Context: an optimization exercise on an open-source flow, tuned for small area. The choices shown serve that exercise and are no tape-out recipe.
Function was checked by simulation only, so behaviour that the tests miss may differ from the original.
Power and IR drop assume default switching activity. The flow treats the clock pin as an ideal source, which a real chip does not have.

==> module axil_mem_core, before the edit <==
module axil_mem_core
#(
    parameter int DATA_WIDTH   = 32,
    parameter int DATA_DEPTH   = 64,
    parameter int ADDR_WIDTH   = 8,
    parameter int RO_LIMIT     = 10,
    parameter int READ_LATENCY = 2
) (
    input  logic                    clk,
    input  logic                    resetn,
    input  logic                    WEN,
    input  logic [ADDR_WIDTH-1:0]   AWADDR,
    input  logic [DATA_WIDTH/8-1:0] WSTRB,
    input  logic [DATA_WIDTH-1:0]   WDATA,
    output logic [1:0]              WRESP,
    output logic                    WDONE,
    input  logic                    REN,
    input  logic [ADDR_WIDTH-1:0]   ARADDR,
    output logic [DATA_WIDTH-1:0]   RDATA,
    output logic [1:0]              RRESP,
    output logic                    RDONE,
    output logic [7:0]              ERR_CNT
);
    localparam int NBYTES = DATA_WIDTH / 8;
    logic [DATA_WIDTH-1:0] mem [RO_LIMIT:DATA_DEPTH-1];
    logic w_dec, w_slv;
    assign w_dec = 32'(AWADDR) >= 32'(DATA_DEPTH);
    assign w_slv = 32'(AWADDR) <  32'(RO_LIMIT);
    genvar gi;
    generate
        for (gi = RO_LIMIT; gi < DATA_DEPTH; gi++) begin : g_word
            for (genvar gb = 0; gb < NBYTES; gb++) begin : g_byte
                always_ff @(posedge clk) begin
                    if (WEN && (32'(AWADDR) == gi) && WSTRB[gb]) begin
                        mem[gi][gb*8 +: 8] <= WDATA[gb*8 +: 8];
                    end
                end
            end
        end
    endgenerate
    localparam int NWR  = DATA_DEPTH - RO_LIMIT;
    localparam int NGRP = (NWR + 2) / 3;
    logic [3*NGRP-1:0]     rsel;
    logic [DATA_WIDTH-1:0] ro_dat;
    logic                  rd_dec;
    always_comb begin
        rsel   = '0;
        ro_dat = '0;
        for (int i = RO_LIMIT; i < DATA_DEPTH; i++) begin
            rsel[i-RO_LIMIT] = (32'(ARADDR) == i);
        end
        for (int i = 0; i < RO_LIMIT; i++) begin
            if (32'(ARADDR) == i) ro_dat = DATA_WIDTH'(RO_LIMIT - i);
        end
        rd_dec = 32'(ARADDR) >= 32'(DATA_DEPTH);
    end
    logic [DATA_WIDTH-1:0] rd_dat_n;
    generate
        for (genvar gb = 0; gb < DATA_WIDTH; gb++) begin : g_rbit
            logic [NGRP-1:0]  grp_n;
            logic [3*NGRP-1:0] wd;
            for (genvar gw = 0; gw < 3*NGRP; gw++) begin : g_wd
                if (gw < NWR) begin : g_real
                    assign wd[gw] = mem[gw+RO_LIMIT][gb];
                end else begin : g_pad
                    assign wd[gw] = 1'b0;
                end
            end
            for (genvar gg = 0; gg < NGRP; gg++) begin : g_grp
                axil_mem_aoi3 u_aoi (
                    .a (wd[3*gg +: 3]),
                    .s (rsel[3*gg +: 3]),
                    .y (grp_n[gg])
                );
            end
            if (gb < $clog2(RO_LIMIT + 1)) begin : g_ro
                axil_mem_andn #(.N(NGRP + 1)) u_or (
                    .a  ({~ro_dat[gb], grp_n}),
                    .y  (rd_dat_n[gb])
                );
            end else begin : g_rw
                axil_mem_andn #(.N(NGRP)) u_or (
                    .a  (grp_n),
                    .y  (rd_dat_n[gb])
                );
            end
        end
    endgenerate
    logic                  vld0, vld1, seen;
    logic [DATA_WIDTH-1:0] dat0_n, dat1_n;
    logic                  dec0, dec1;
    always_ff @(posedge clk) begin
        dat0_n <= rd_dat_n;
        dec0   <= rd_dec;
    end
    always_ff @(posedge clk) begin
        if (vld0) dat1_n <= dat0_n;
    end
    always_ff @(posedge clk or negedge resetn) begin
        if (!resetn) begin
            vld0 <= 1'b0;
            vld1 <= 1'b0;
            seen <= 1'b0;
            dec1 <= 1'b1;
        end else begin
            vld0 <= REN;
            vld1 <= vld0;
            if (vld0) begin
                seen <= 1'b1;
                dec1 <= dec0;
            end
        end
    end
    assign RDONE = vld1;
    assign RRESP = {dec1, dec1};
    assign RDATA = ~dat1_n & {DATA_WIDTH{seen}};
    always_ff @(posedge clk or negedge resetn) begin
        if (!resetn) begin
            WDONE <= 1'b0;
            WRESP <= axil_mem_pkg::RESP_DECERR;
        end else begin
            WDONE <= WEN;
            if (WEN) begin
                WRESP <= {w_dec | w_slv, w_dec};
            end
        end
    end
    logic [1:0] err_inc;
    assign err_inc = {1'b0, WDONE & WRESP[1]} + {1'b0, RDONE & dec1};
    always_ff @(posedge clk or negedge resetn) begin
        if (!resetn) begin
            ERR_CNT <= '0;
        end else begin
            ERR_CNT <= axil_mem_pkg::err_sat_add(ERR_CNT, err_inc);
        end
    end
endmodule
==> module axil_mem_andn, before the edit <==
module axil_mem_andn #(
    parameter int N = 18
) (
    input  logic [N-1:0] a,
    output logic         y
);
    logic [3:0] h;
    logic       z;
    for (genvar k = 0; k < 4; k++) begin : g_nand
        axil_mem_nand4 u_nand (.a(a[4*k +: 4]), .y(h[k]));
    end
    axil_mem_nor4 u_nor (.a(h), .y(z));
    axil_mem_andw #(.W(N - 15)) u_and (.a({a[N-1:16], z}), .y(y));
endmodule
export LEC_CHECK = 0
export CAP_MARGIN = 0
export CORE_MARGIN = 2
export CORE_UTILIZATION = 55
export CTS_BUF_LIST = sky130_fd_sc_hd__clkbuf_16
export CTS_CLUSTER_DIAMETER = 100
export CTS_CLUSTER_SIZE = 30
export PLACE_DENSITY = 0.7
export SLEW_MARGIN = 0
export SYNTH_HIERARCHICAL = 1
export SYNTH_MINIMUM_KEEP_SIZE = 0
create_clock -name core_clock -period 5.0 [get_ports {clk}]
standard.sh (not shown) runs the stock make flow with config.mk's settings and CLKGATE_MAP_FILE= SYNTH_SCRIPT=/design/flow/synth_recipe.tcl, a recipe that flattens the netlist after the stock synthesis.
==> flow/flow/run.sh <==
#!/bin/bash
set -e
export BUFFER_PORTS_ARGS="-buffer_cell sky130_fd_sc_hd__buf_1"
export CTS_ARGS="-sink_clustering_enable -repair_clock_nets -dont_use_dummy_load -buf_list sky130_fd_sc_hd__clkbuf_16 -sink_clustering_size 30 -sink_clustering_max_diameter 100"
bash standard.sh finish > standard.log 2>&1
Edit:
--- a/flow/design.v
+++ b/flow/design.v
@@ -35,6 +35,7 @@
     output logic [7:0]              ERR_CNT
 );
     localparam int NBYTES = DATA_WIDTH / 8;
+    localparam int IDX_W  = (DATA_DEPTH > 1) ? $clog2(DATA_DEPTH) : 1;
     logic [DATA_WIDTH-1:0] mem [RO_LIMIT:DATA_DEPTH-1];
     logic w_dec, w_slv;
     assign w_dec = 32'(AWADDR) >= 32'(DATA_DEPTH);
@@ -56,14 +57,16 @@
     logic [3*NGRP-1:0]     rsel;
     logic [DATA_WIDTH-1:0] ro_dat;
     logic                  rd_dec;
+    logic [IDX_W-1:0]      ra_idx;
+    assign ra_idx = ARADDR[IDX_W-1:0];
     always_comb begin
         rsel   = '0;
         ro_dat = '0;
         for (int i = RO_LIMIT; i < DATA_DEPTH; i++) begin
-            rsel[i-RO_LIMIT] = (32'(ARADDR) == i);
+            rsel[i-RO_LIMIT] = (32'(ra_idx) == i);
         end
         for (int i = 0; i < RO_LIMIT; i++) begin
-            if (32'(ARADDR) == i) ro_dat = DATA_WIDTH'(RO_LIMIT - i);
+            if (32'(ra_idx) == i) ro_dat = DATA_WIDTH'(RO_LIMIT - i);
         end
         rd_dec = 32'(ARADDR) >= 32'(DATA_DEPTH);
     end
@@ -99,7 +102,7 @@
             end
         end
     endgenerate
-    logic                  vld0, vld1, seen;
+    logic                  vld0, vld1;
     logic [DATA_WIDTH-1:0] dat0_n, dat1_n;
     logic                  dec0, dec1;
     always_ff @(posedge clk) begin
@@ -113,20 +116,18 @@
         if (!resetn) begin
             vld0 <= 1'b0;
             vld1 <= 1'b0;
-            seen <= 1'b0;
             dec1 <= 1'b1;
         end else begin
             vld0 <= REN;
             vld1 <= vld0;
             if (vld0) begin
-                seen <= 1'b1;
                 dec1 <= dec0;
             end
         end
     end
     assign RDONE = vld1;
     assign RRESP = {dec1, dec1};
-    assign RDATA = ~dat1_n & {DATA_WIDTH{seen}};
+    assign RDATA = ~(dat1_n | {DATA_WIDTH{dec1}});
     always_ff @(posedge clk or negedge resetn) begin
         if (!resetn) begin
             WDONE <= 1'b0;
@@ -166,14 +167,27 @@
     for (genvar k = 0; k < 4; k++) begin : g_nand
         axil_mem_nand4 u_nand (.a(a[4*k +: 4]), .y(h[k]));
     end
-    axil_mem_nor4 u_nor (.a(h), .y(z));
-    axil_mem_andw #(.W(N - 15)) u_and (.a({a[N-1:16], z}), .y(y));
+    if (N <= 18) begin : g_n2
+        logic [1:0] zz;
+        axil_mem_nor2 u_nor0 (.a(h[1:0]), .y(zz[0]));
+        axil_mem_nor2 u_nor1 (.a(h[3:2]), .y(zz[1]));
+        axil_mem_andw #(.W(N - 14)) u_and (.a({a[N-1:16], zz}), .y(y));
+    end else begin : g_n4
+        axil_mem_nor4 u_nor (.a(h), .y(z));
+        axil_mem_andw #(.W(N - 15)) u_and (.a({a[N-1:16], z}), .y(y));
+    end
 endmodule
 module axil_mem_nand4 (
     input  logic [3:0] a,
     output logic       y
 );
     assign y = ~&a;
+endmodule
+module axil_mem_nor2 (
+    input  logic [1:0] a,
+    output logic       y
+);
+    assign y = ~|a;
 endmodule
 module axil_mem_nor4 (
     input  logic [3:0] a,
What happened:
- The changed run completed with no timing, DRC or antenna violations
- area after synthesis is about the same
- clock skew rose by 0.0049 ns
- core utilization fell by 0.30 points
- sequential power hardly moves
- sequential cell count shrinks by 1
- wire length is higher by 0.50%
- die area barely changes

==> static timing again, ports no longer ideal <==
No port has a modelled driver above. Below, the same layouts with a new extraction and two added sets of constraints. Step 1, drivers: a clkbuf_16 drives clk and a buf_2 each remaining input, both assumed. Step 2, shift: input delay + t, output delay - t, t = (earliest + latest rising clock arrival at the registers) / 2. This alone moves slack from input paths to output paths. Slacks: no drivers / after step 1 / after step 2; pairs: no drivers / after step 1.
| run | t, ns | setup WS [ns] | hold slack, ns | worst register clock-pin slew, ns | worst slew at a driven data input, ns |
|---|---|---|---|---|---|
| the first run | 0.742 | 1.439 / 1.478 / 0.736 | 0.379 / 0.340 / 0.423 | 0.12 / 0.12 | 0.15 |
| the second run | 0.728 | 1.363 / 1.343 / 0.616 | 0.338 / 0.298 / 0.477 | 0.11 / 0.11 | 0.13 |
After both steps every run listed still meets setup and hold. The setup slack of the second run, which loses most, moves by -0.020 ns with the drivers and by -0.747 ns with both steps.
